From an optimization exercise on the open Yosys and OpenROAD flow, aimed at small area, a short achievable clock period and few clock cycles per item; shortcuts taken in it are not production practice. Where RTL was checked, it was by simulation tests only, not by an equivalence proof against the original. Power figures rest on the tool's default switching activity, not on a simulated workload.

run 1:
// conv_pair_top
module conv_pair_top (
    input  logic                 clk_i,
    input  logic                 reset_i,
    input  logic                 win_valid_i,
    input  logic [127:0]         win_i,            
    output logic                 credit_o,
    input  logic                 credit_i,
    output logic                 result_valid_o,
    output logic [31:0]          result_o          
);
    logic [1:0][16:0] row_raw;     
    logic [15:0] pa0;
    logic [15:0] pb0;
    logic [15:0] pc0;
    logic [15:0] pd0;
    logic [4:0] v0;
    logic s0_1;
    logic k0_2;
    logic s0_3;
    logic k0_4;
    logic s0_5;
    logic k0_6;
    logic s0_7;
    logic k0_8;
    logic s0_9;
    logic k0_10;
    logic s0_11;
    logic k0_12;
    logic s0_13;
    logic k0_14;
    logic s0_15;
    logic k0_16;
    logic s0_17;
    logic k0_18;
    logic s0_19;
    logic k0_20;
    logic s0_21;
    logic k0_22;
    logic s0_23;
    logic k0_24;
    logic s0_25;
    logic k0_26;
    logic s0_27;
    logic k0_28;
    logic s0_29;
    logic k0_30;
    logic s0_31;
    logic k0_32;
    logic s0_33;
    logic k0_34;
    logic s0_35;
    logic k0_36;
    logic s0_37;
    logic k0_38;
    logic s0_39;
    logic k0_40;
    logic s0_41;
    logic k0_42;
    logic s0_43;
    logic k0_44;
    logic s0_45;
    logic k0_46;
    logic s0_47;
    logic k0_48;
    logic s0_49;
    logic k0_50;
    logic s0_51;
    logic k0_52;
    logic s0_53;
    logic k0_54;
    logic s0_55;
    logic k0_56;
    logic s0_57;
    logic k0_58;
    logic s0_59;
    logic k0_60;
    logic s0_61;
    logic k0_62;
    logic s0_63;
    logic k0_64;
    logic s0_65;
    logic k0_66;
    logic s0_67;
    logic k0_68;
    logic s0_69;
    logic k0_70;
    logic s0_71;
    logic k0_72;
    logic s0_73;
    logic k0_74;
    logic s0_75;
    logic k0_76;
    logic s0_77;
    logic k0_78;
    logic s0_79;
    logic k0_80;
    logic s0_81;
    logic k0_82;
    logic s0_83;
    logic k0_84;
    logic s0_85;
    logic k0_86;
    logic s0_87;
    logic k0_88;
    logic s0_89;
    logic k0_90;
    logic s0_91;
    logic k0_92;
  ...
For scale: roughly 660 cells after synthesis, about 74 flip-flops, ~170 I/O pins, roughly 7400 um^2 of cells after synthesis.
==> flow/config.mk <==
export PLATFORM = sky130hd
export DESIGN_NAME = conv_pair_top
export DESIGN_NICKNAME = conv_pair_top
export VERILOG_FILES = /design/flow/design.v
export SDC_FILE = /design/flow/constraint.sdc
export NUM_CORES = 4
export LEC_CHECK = 0
export CAP_MARGIN = 20
export CORE_MARGIN = 2
export CORE_UTILIZATION = 50
export CTS_BUF_LIST = sky130_fd_sc_hd__clkbuf_4 sky130_fd_sc_hd__clkbuf_8
export PLACE_DENSITY = 0.75
export SETUP_SLACK_MARGIN = 5.0
export SLEW_MARGIN = 20
export SYNTH_HIERARCHICAL = 1
export SYNTH_MINIMUM_KEEP_SIZE = 0
==> flow/constraint.sdc <==
create_clock -name core_clock -period 10.0 [get_ports {clk_i}]
set_input_delay 2.0000 -clock core_clock [delete_from_list [all_inputs] [get_ports {clk_i}]]
set_output_delay 2.0000 -clock core_clock [all_outputs]
set_load 0.01 [all_outputs]
standard.sh (not shown) runs the stock make flow with config.mk's settings and CLKGATE_MAP_FILE= SYNTH_SCRIPT=/design/flow/synth_recipe.tcl, a recipe that flattens the netlist after the stock synthesis.
==> flow/flow/run.sh <==
#!/bin/bash
set -euo pipefail
bash standard.sh SETUP_SLACK_MARGIN=5.3 BUFFER_PORTS_ARGS="-buffer_cell sky130_fd_sc_hd__buf_1" finish > make.log 2>&1
Testbench counts of run 1, summed over its fixed seeds: cycles 968, items 960.
> inputs changed (run 1 -> run 2)
Settings: swapping 50 for 45 in CORE_UTILIZATION; swapping 0.75 for 0.85 in PLACE_DENSITY.
Between run 1 and run 2, the flow reports total internal power increasing slightly. The fraction of area in registers in run 2 was lower than what run 1 gave. Run 2 | stages: all done | timing, DRC, antenna: all pass. Of run 2 and run 1, it is run 2 that has the higher detailed placement HPWL. Going from run 1 to run 2, utilization shrinks by 4.7 points. Between run 2 and run 1, final weighted congestion of routability-driven global placement is higher for run 1, run 2 comes in under that. Looking at transition time at the pin with the least slew margin, run 2 sits 57 ps lower than run 1 does. [compare] base=run 1 new=run 2: smallest setup slack after layout went down 61 ps, DRC violation total after the first TritonRoute iteration went up 71.
What run 3 does differently from run 2 at the input level:
Settings: PLACE_DENSITY now 0.75, was 0.85; CORE_UTILIZATION now 50, was 45.
==> flow/flow/run.sh <==
#!/bin/bash
set -euo pipefail
bash standard.sh SETUP_SLACK_MARGIN=5.4 BUFFER_PORTS_ARGS="-buffer_cell sky130_fd_sc_hd__buf_1" finish > make.log 2>&1
--- outcome ---
In run 3 relative to run 2, number of tap cells added at floorplan had gone down by more than 10%.
Relative to run 2, the final-layout non-clock buffer area share of run 3 is higher by 1.4 points.
In the floorplan summary, run 3 is listed with a die area less than that of run 2.
On first-pass GRT wire length, run 3 does worse than run 2.
Between run 2 and run 3, the flow reports combinational group power increasing by a few percent.
Taking run 2 as the reference, in run 3 required time of the critical path went up by 90 ps; final-layout clock buffer total went down by 2; hold slack went up by 14 ps.
Inputs modified between run 3 and run 4:
==> flow/flow/run.sh <==
#!/bin/bash
set -euo pipefail
bash standard.sh SETUP_SLACK_MARGIN=5.2 BUFFER_PORTS_ARGS="-buffer_cell sky130_fd_sc_hd__buf_1" finish > make.log 2>&1
## What came out
Comparing run 3 against run 4, there is no change at all in mean cell area of the mapped netlist.
Cmp run 3 and run 4 / final HPWL from detailed placement / lower: run 4
Measured against each other, run 3 and run 4 differ in ratio of cells with drive above 1 in the final layout, the higher figure coming from run 3.
Setup slack in run 4 is smaller than in run 3.
Run 4 finished every stage and its layout cleared the timing, design-rule and antenna checks.
Run 4 vs. run 3: register-to-register slack went down by 310 ps.
Post-cts repair resize count | run 4 below run 3
Est. power | run 4 vs run 3 | run 4 lower
Compared with run 3, run 4 shows final cell count that has gone down slightly.
Edits applied to the flow inputs when going from run 4 to run 5:
Settings: PLACE_DENSITY now 0.7, was 0.75; CORE_UTILIZATION now 60, was 50.
==> flow/flow/run.sh <==
#!/bin/bash
set -euo pipefail
bash standard.sh SETUP_SLACK_MARGIN=5.3 BUFFER_PORTS_ARGS="-buffer_cell sky130_fd_sc_hd__buf_1" finish > make.log 2>&1
==> run summary <==
Number of maximum-capacitance constraint violations came out exactly the same in run 5 and run 4.
On area growth from synthesis to layout: between run 5 and run 4, it ends up lower for run 4.
Clock-pin slew of the registers on the worst-case setup and hold paths across run 5 and run 4: no real change.
The overall die area in run 5 was lower than what run 4 gave.
Looking at slew at the pin with the worst max-slew slack, run 5 sits 30 ps higher than run 4 does.
In the reports for run 5 and run 4, the larger placement row count belongs to run 4.
The faster design of the two is run 5; run 4 tops out lower.

========
conv_pair_top, a different RTL version from the one above (not shown whole).
For scale: ~74 flip-flops.
clock: 10.0 ns
lec_check: 0
cap_margin: 20
core_margin: 2
core_utilization: 55
cts_buf_list: sky130_fd_sc_hd__clkbuf_4 sky130_fd_sc_hd__clkbuf_8
setup_slack_margin: 5.0
slew_margin: 20
synth_hierarchical: 1
synth_minimum_keep_size: 0
==> flow/flow/run.sh <==
#!/bin/bash
set -euo pipefail
bash standard.sh SETUP_SLACK_MARGIN=5.6 BUFFER_PORTS_ARGS="-buffer_cell sky130_fd_sc_hd__buf_1" finish > make.log 2>&1
The starting point completed with no timing, DRC or antenna violations.
Testbench counts at the start, summed over its fixed seeds: cycles 968, items 960.
==> next run, changes <==
==> flow/flow/run.sh (replaced) <==
#!/bin/bash
# Standard layout (the standard.sh, all ORFS steps), except that the port buffers are
# buf_1 cells instead of the delay buffers buffer_ports picks by default.
# Each tool's full output is in orfs/logs/; make's own output is in make.log.
set -euo pipefail
bash standard.sh BUFFER_PORTS_ARGS="-buffer_cell sky130_fd_sc_hd__buf_1" finish > make.log 2>&1
- wire length is lower by 13%
- count of clock-buffer cells in the layout rose by 2
- hold slack gains 0.0059 ns
- global-route usage goes down by 2.4 points
==> next run, changes <==
==> flow/flow/run.sh (replaced) <==
#!/bin/bash
set -euo pipefail
bash standard.sh SETUP_SLACK_MARGIN=5.4 BUFFER_PORTS_ARGS="-buffer_cell sky130_fd_sc_hd__buf_1" finish > make.log 2>&1
After rerunning: First-iteration DRC count came out higher by 28%. Setup slack gains 0.21 ns. Worst hold slack loses 0.0062 ns. Final area came out higher by 5.1%.
==> next run, changes <==
==> flow/flow/run.sh (replaced) <==
#!/bin/bash
set -euo pipefail
bash standard.sh SETUP_SLACK_MARGIN=5.3 BUFFER_PORTS_ARGS="-buffer_cell sky130_fd_sc_hd__buf_1" finish > make.log 2>&1
--- a/flow/config.mk
+++ b/flow/config.mk
@@ -9,3 +9,3 @@
 export CORE_MARGIN = 2
-export CORE_UTILIZATION = 55
+export CORE_UTILIZATION = 60
 export CTS_BUF_LIST = sky130_fd_sc_hd__clkbuf_4 sky130_fd_sc_hd__clkbuf_8
Result: First-iteration DRC count fell by 33%; worst setup slack is worse by 0.0052 ns; critical path depth does not change; maximum frequency hardly moves; power came out lower by 5.7%; worst hold slack gains 0.0099 ns; via count went down by 0.47%; sequential power is about the same; core utilization rises by 4.2 points.

========
conv_pair_top, a different RTL version from the one above (not shown whole).
For scale: ~710 cells after synthesis, roughly 74 flip-flops, ~170 I/O pins.
Settings: LEC_CHECK=0, CAP_MARGIN=20, CORE_MARGIN=2, CORE_UTILIZATION=65, CTS_BUF_LIST=sky130_fd_sc_hd__clkbuf_4 sky130_fd_sc_hd__clkbuf_8, SETUP_SLACK_MARGIN=5.0, SLEW_MARGIN=20, SYNTH_HIERARCHICAL=1, SYNTH_MINIMUM_KEEP_SIZE=0; clock period 10.0 ns.
==> flow/flow/run.sh <==
#!/bin/bash
# Standard layout (the standard.sh, all ORFS steps), except that the port buffers are
# buf_1 cells instead of the delay buffers buffer_ports picks by default.
# Each tool's full output is in orfs/logs/; make's own output is in make.log.
set -euo pipefail
bash standard.sh BUFFER_PORTS_ARGS="-buffer_cell sky130_fd_sc_hd__buf_1" finish > make.log 2>&1
Testbench counts at the start, summed over its fixed seeds: cycles 968, items 960.
Next try:
==> flow/flow/run.sh (replaced) <==
#!/bin/bash
set -euo pipefail
bash standard.sh SETUP_SLACK_MARGIN=5.5 BUFFER_PORTS_ARGS="-buffer_cell sky130_fd_sc_hd__buf_2" finish > make.log 2>&1
--- a/flow/config.mk
+++ b/flow/config.mk
@@ -8,5 +8,5 @@
 export CAP_MARGIN = 20
 export CORE_MARGIN = 2
-export CORE_UTILIZATION = 65
+export CORE_UTILIZATION = 50
 export CTS_BUF_LIST = sky130_fd_sc_hd__clkbuf_4 sky130_fd_sc_hd__clkbuf_8
 export SETUP_SLACK_MARGIN = 5.0
Hold slack degrades by 0.012 ns.
Clock power is higher by a quarter to a third.
Utilization is lower by 11 points.
Next try:
==> flow/flow/run.sh (replaced) <==
#!/bin/bash
# Standard layout (the standard.sh, all ORFS steps), except that the port buffers are
# buf_2 cells instead of the delay buffers buffer_ports picks by default.
# Each tool's full output is in orfs/logs/; make's own output is in make.log.
set -euo pipefail
bash standard.sh BUFFER_PORTS_ARGS="-buffer_cell sky130_fd_sc_hd__buf_2" finish > make.log 2>&1
--- a/flow/config.mk
+++ b/flow/config.mk
@@ -8,5 +8,5 @@
 export CAP_MARGIN = 20
 export CORE_MARGIN = 2
-export CORE_UTILIZATION = 50
+export CORE_UTILIZATION = 65
 export CTS_BUF_LIST = sky130_fd_sc_hd__clkbuf_4 sky130_fd_sc_hd__clkbuf_8
 export SETUP_SLACK_MARGIN = 5.0
Result:
- final cell count fell by 6.2%
- total power went down by 14%
- clock skew stays flat
- non-clock buffer count came out lower by 21
- combinational power falls by 19%
- utilization climbs by 12 points
- global-route usage is higher by 5.4 points
- cell area goes down by 9.2%

========
Setup of 12-03:
Another version of the RTL of conv_pair_top (not shown whole).
For scale: about 74 flip-flops, roughly 7200 sq um of cells after synthesis.
Design conv_pair_top, start of the top module:
module conv_pair_top (
    input  logic                 clk_i,
    input  logic                 reset_i,
    input  logic                 win_valid_i,
    input  logic [127:0]         win_i,            
    output logic                 credit_o,
    input  logic                 credit_i,
    output logic                 result_valid_o,
    output logic [31:0]          result_o          
);
    logic [1:0][16:0] row_raw;     
    logic [15:0] pa0;
    logic [15:0] pb0;
    logic [15:0] pc0;
    logic [15:0] pd0;
    logic [4:0] v0;
    logic [3:0] u0;
    logic s0_1;
    logic k0_2;
    logic s0_3;
    logic k0_4;
    logic s0_5;
    logic k0_6;
    logic s0_7;
    logic k0_8;
    logic s0_9;
    logic k0_10;
    logic s0_11;
    logic k0_12;
    logic s0_13;
    logic k0_14;
    logic s0_15;
    logic k0_16;
    logic s0_17;
    logic k0_18;
    logic s0_19;
    logic k0_20;
    logic s0_21;
    logic k0_22;
    logic s0_23;
    logic k0_24;
    logic s0_25;
    logic k0_26;
    logic s0_27;
    logic k0_28;
    logic s0_29;
    logic k0_30;
    logic s0_31;
    logic k0_32;
    logic s0_33;
    logic k0_34;
    logic s0_35;
    logic k0_36;
    logic s0_37;
    logic k0_38;
    logic s0_39;
    logic k0_40;
    logic s0_41;
    logic k0_42;
    logic s0_43;
    logic k0_44;
    logic s0_45;
    logic k0_46;
    logic s0_47;
    logic k0_48;
    logic s0_49;
    logic k0_50;
    logic s0_51;
    logic k0_52;
    logic s0_53;
    logic k0_54;
  ...
export LEC_CHECK = 0
export CAP_MARGIN = 20
export CORE_MARGIN = 2
export CORE_UTILIZATION = 55
export CTS_BUF_LIST = sky130_fd_sc_hd__clkbuf_4 sky130_fd_sc_hd__clkbuf_8
export SETUP_SLACK_MARGIN = 5.0
export SLEW_MARGIN = 20
export SYNTH_HIERARCHICAL = 1
export SYNTH_MINIMUM_KEEP_SIZE = 0
create_clock -name core_clock -period 10.0 [get_ports {clk_i}]
==> flow/flow/run.sh <==
#!/bin/bash
set -euo pipefail
bash standard.sh SETUP_SLACK_MARGIN=5.3 BUFFER_PORTS_ARGS="-buffer_cell sky130_fd_sc_hd__buf_1" finish > make.log 2>&1
Looking at the reports, 12-03 completed the entire flow and the layout it produced met the timing, design-rule and antenna checks.
Relative to 12-03, the following input files were edited for 04-18:
==> flow/flow/run.sh <==
#!/bin/bash
set -euo pipefail
bash standard.sh SETUP_SLACK_MARGIN=5.2 BUFFER_PORTS_ARGS="-buffer_cell sky130_fd_sc_hd__buf_1" finish > make.log 2>&1
==> comparison <==
- On final worst hold slack, 12-03 tracks 04-18 almost exactly.
- Portion of total power attributed to sequential cells: 04-18 > 12-03
- Area: 04-18 vs 12-03 -> 04-18 smaller
- Looking only at internal power of the cells, and setting everything else aside, the higher value of 12-03 and 04-18 goes to 12-03.
- Compared with 12-03, 04-18 shows a combinational power that is about 3% lower.
- Detailed-routing wirelength on met1 went up slightly going from 12-03 to 04-18.
- Looking at switching portion of total power, 04-18 sits above 12-03.
No run of this note included a check of the RTL's function; only the layout flow was run.

========
conv_pair_top, a different RTL version from the one above (not shown whole).
Size: about 540 cells after synthesis, roughly 66 flip-flops, ~170 I/O pins.
==> flow/config.mk <==
export PLATFORM = sky130hd
export DESIGN_NAME = conv_pair_top
export DESIGN_NICKNAME = conv_pair_top
export VERILOG_FILES = /design/flow/design.v
export SDC_FILE = /design/flow/constraint.sdc
export NUM_CORES = 4
export LEC_CHECK = 0
export ABC_CLOCK_PERIOD_IN_PS = 4000
export CAP_MARGIN = 20
export CORE_MARGIN = 2
export CORE_UTILIZATION = 40
export SETUP_SLACK_MARGIN = 3.5
export SLEW_MARGIN = 20
export SYNTH_HIERARCHICAL = 1
export SYNTH_MINIMUM_KEEP_SIZE = 0
==> flow/constraint.sdc <==
create_clock -name core_clock -period 10.0 [get_ports {clk_i}]
set_input_delay 2.0000 -clock core_clock [delete_from_list [all_inputs] [get_ports {clk_i}]]
set_output_delay 2.0000 -clock core_clock [all_outputs]
set_load 0.01 [all_outputs]
==> flow/flow/run.sh <==
#!/bin/bash
# Standard layout (the standard.sh, all ORFS steps), except that the port buffers are
# buf_2 cells instead of the delay buffers buffer_ports picks by default.
# Each tool's full output is in orfs/logs/; make's own output is in make.log.
set -euo pipefail
bash standard.sh BUFFER_PORTS_ARGS="-buffer_cell sky130_fd_sc_hd__buf_2" finish > make.log 2>&1
The first run finished with timing, DRC and antenna clean.
Edit:
--- a/flow/config.mk
+++ b/flow/config.mk
@@ -6,5 +6,4 @@
 export NUM_CORES = 4
 export LEC_CHECK = 0
-export ABC_CLOCK_PERIOD_IN_PS = 4000
 export CAP_MARGIN = 20
 export CORE_MARGIN = 2
Effect: The changed run finished with timing, DRC and antenna clean. Setup slack does not change. Routed wire length is unchanged. Non-clock buffer count is unchanged. Core utilization does not change.
Edit:
==> flow/flow/run.sh (replaced) <==
#!/bin/bash
# Standard layout, except that the port buffers are buf_2 cells instead of the delay buffers
# buffer_ports picks by default. Each tool's output is in orfs/logs; make's own output in make.log.
set -euo pipefail
bash standard.sh BUFFER_PORTS_ARGS="-buffer_cell sky130_fd_sc_hd__buf_2" finish > make.log 2>&1
--- a/flow/config.mk
+++ b/flow/config.mk
@@ -9,5 +9,4 @@
 export CORE_MARGIN = 2
 export CORE_UTILIZATION = 40
-export SETUP_SLACK_MARGIN = 3.5
 export SLEW_MARGIN = 20
 export SYNTH_HIERARCHICAL = 1
Effect: Non-clock buffer count falls by 16. Die area does not change. Clock skew went up by 0.0040 ns. Via count decreases by 1.7%. Total power falls by 15%. Count of clock-buffer cells in the layout grows by 2. Synthesized area does not change.
Edit:
==> flow/run.sh (new file) <==
#!/bin/bash
# synth_recipe.tcl (not shown) runs the flow's synth.tcl, then flattens the netlist and writes it again
# the make line also repeats each setting of config.mk as NAME=value (left out here)
make -C /OpenROAD-flow-scripts/flow DESIGN_CONFIG=/design/flow/config.mk WORK_HOME=/design/flow/orfs CLKGATE_MAP_FILE= SYNTH_SCRIPT=/design/flow/synth_recipe.tcl finish
removed: flow/flow/run.sh
removed: flow/standard.sh
What happened: Die area is unchanged; count of clock-buffer cells in the layout increases by 1; wire length rose slightly; hold slack degrades by 0.0080 ns; sequential cell count is unchanged; critical path depth came out higher by 1; first-iteration DRC count went up by a quarter to a third; area after synthesis does not change; combinational power is higher by a few percent; synthesized cell count does not change; maximum frequency falls by a few percent.
No functional check of the RTL was part of any run of this note.

## afterwards: timing with drivers on the ports
The flow's constraints put no driver on any port. The routed layouts listed below were extracted and timed again, unchanged, in two steps.
Step 1 (the two cells are an assumption about what drives the block):
set clk [get_ports {clk_i}]
set_driving_cell -lib_cell sky130_fd_sc_hd__clkbuf_16 $clk
set_driving_cell -lib_cell sky130_fd_sc_hd__buf_2 [delete_from_list [all_inputs] $clk]
Step 2 moves the port delays by t, midway between the first and last clock arrival at a register: inputs arrive t later, outputs are due t later. That takes back most of the time a late clock gives input paths.
a / b / c = ideal / step 1 / step 2; a / b = the first two.
run | shift t [ns] | setup slack, ns | hold WS [ns] | clock arrival spread, ns | worst register clock-pin slew, ns
run 1 | 0.376 | 5.426 / 5.433 / 5.057 | 0.501 / 0.501 / 0.501 | 0.007 / 0.008 | 0.08 / 0.08
run 2 | 0.381 | 5.365 / 5.379 / 4.998 | 0.501 / 0.501 / 0.501 | 0.009 / 0.009 | 0.08 / 0.08
run 3 | 0.384 | 5.461 / 5.437 / 5.053 | 0.515 / 0.515 / 0.515 | 0.010 / 0.010 | 0.08 / 0.08
run 4 | 0.391 | 5.319 / 5.315 / 4.924 | 0.504 / 0.504 / 0.504 | 0.017 / 0.016 | 0.09 / 0.09
run 5 | 0.381 | 5.391 / 5.403 / 5.022 | 0.508 / 0.508 / 0.508 | 0.012 / 0.012 | 0.08 / 0.08
the first run of note 2 | 0.390 | 5.428 / 5.420 / 5.030 | 0.505 / 0.505 / 0.505 | 0.010 / 0.010 | 0.08 / 0.08
the second run of note 2 | 0.383 | 5.176 / 5.187 / 4.804 | 0.511 / 0.511 / 0.511 | 0.010 / 0.010 | 0.08 / 0.08
the third run of note 2 | 0.389 | 5.385 / 5.390 / 5.001 | 0.505 / 0.505 / 0.505 | 0.013 / 0.012 | 0.08 / 0.08
the fourth run of note 2 | 0.372 | 5.379 / 5.364 / 4.991 | 0.514 / 0.514 / 0.514 | 0.008 / 0.009 | 0.08 / 0.08
the first run of note 3 | 0.392 | 5.200 / 5.205 / 4.814 | 0.515 / 0.515 / 0.515 | 0.011 / 0.011 | 0.08 / 0.08
the second run of note 3 | 0.382 | 5.452 / 5.446 / 5.064 | 0.503 / 0.503 / 0.503 | 0.007 / 0.007 | 0.08 / 0.08
the third run of note 3 | 0.387 | 5.203 / 5.205 / 4.818 | 0.508 / 0.508 / 0.508 | 0.008 / 0.008 | 0.08 / 0.08
12-03 | 0.384 | 5.212 / 5.196 / 4.812 | 0.505 / 0.505 / 0.505 | 0.009 / 0.010 | 0.09 / 0.09
04-18 | 0.403 | 5.193 / 5.185 / 4.783 | 0.503 / 0.503 / 0.503 | 0.005 / 0.005 | 0.09 / 0.09
the first run of note 5 | 0.364 | 3.640 / 3.626 / 3.262 | 0.497 / 0.497 / 0.497 | 0.005 / 0.004 | 0.05 / 0.05
the second run of note 5 | 0.364 | 3.640 / 3.626 / 3.262 | 0.497 / 0.497 / 0.497 | 0.005 / 0.004 | 0.05 / 0.05
the third run of note 5 | 0.368 | 2.742 / 2.758 / 2.390 | 0.507 / 0.507 / 0.507 | 0.006 / 0.007 | 0.05 / 0.05
the fourth run of note 5 | 0.357 | 2.368 / 2.371 / 2.014 | 0.499 / 0.499 / 0.499 | 0.006 / 0.006 | 0.05 / 0.05
After both steps setup and hold are still met in every run listed. For 04-18, which loses most, drivers alone change the setup slack by -0.008 ns; drivers and shift together by -0.410 ns.
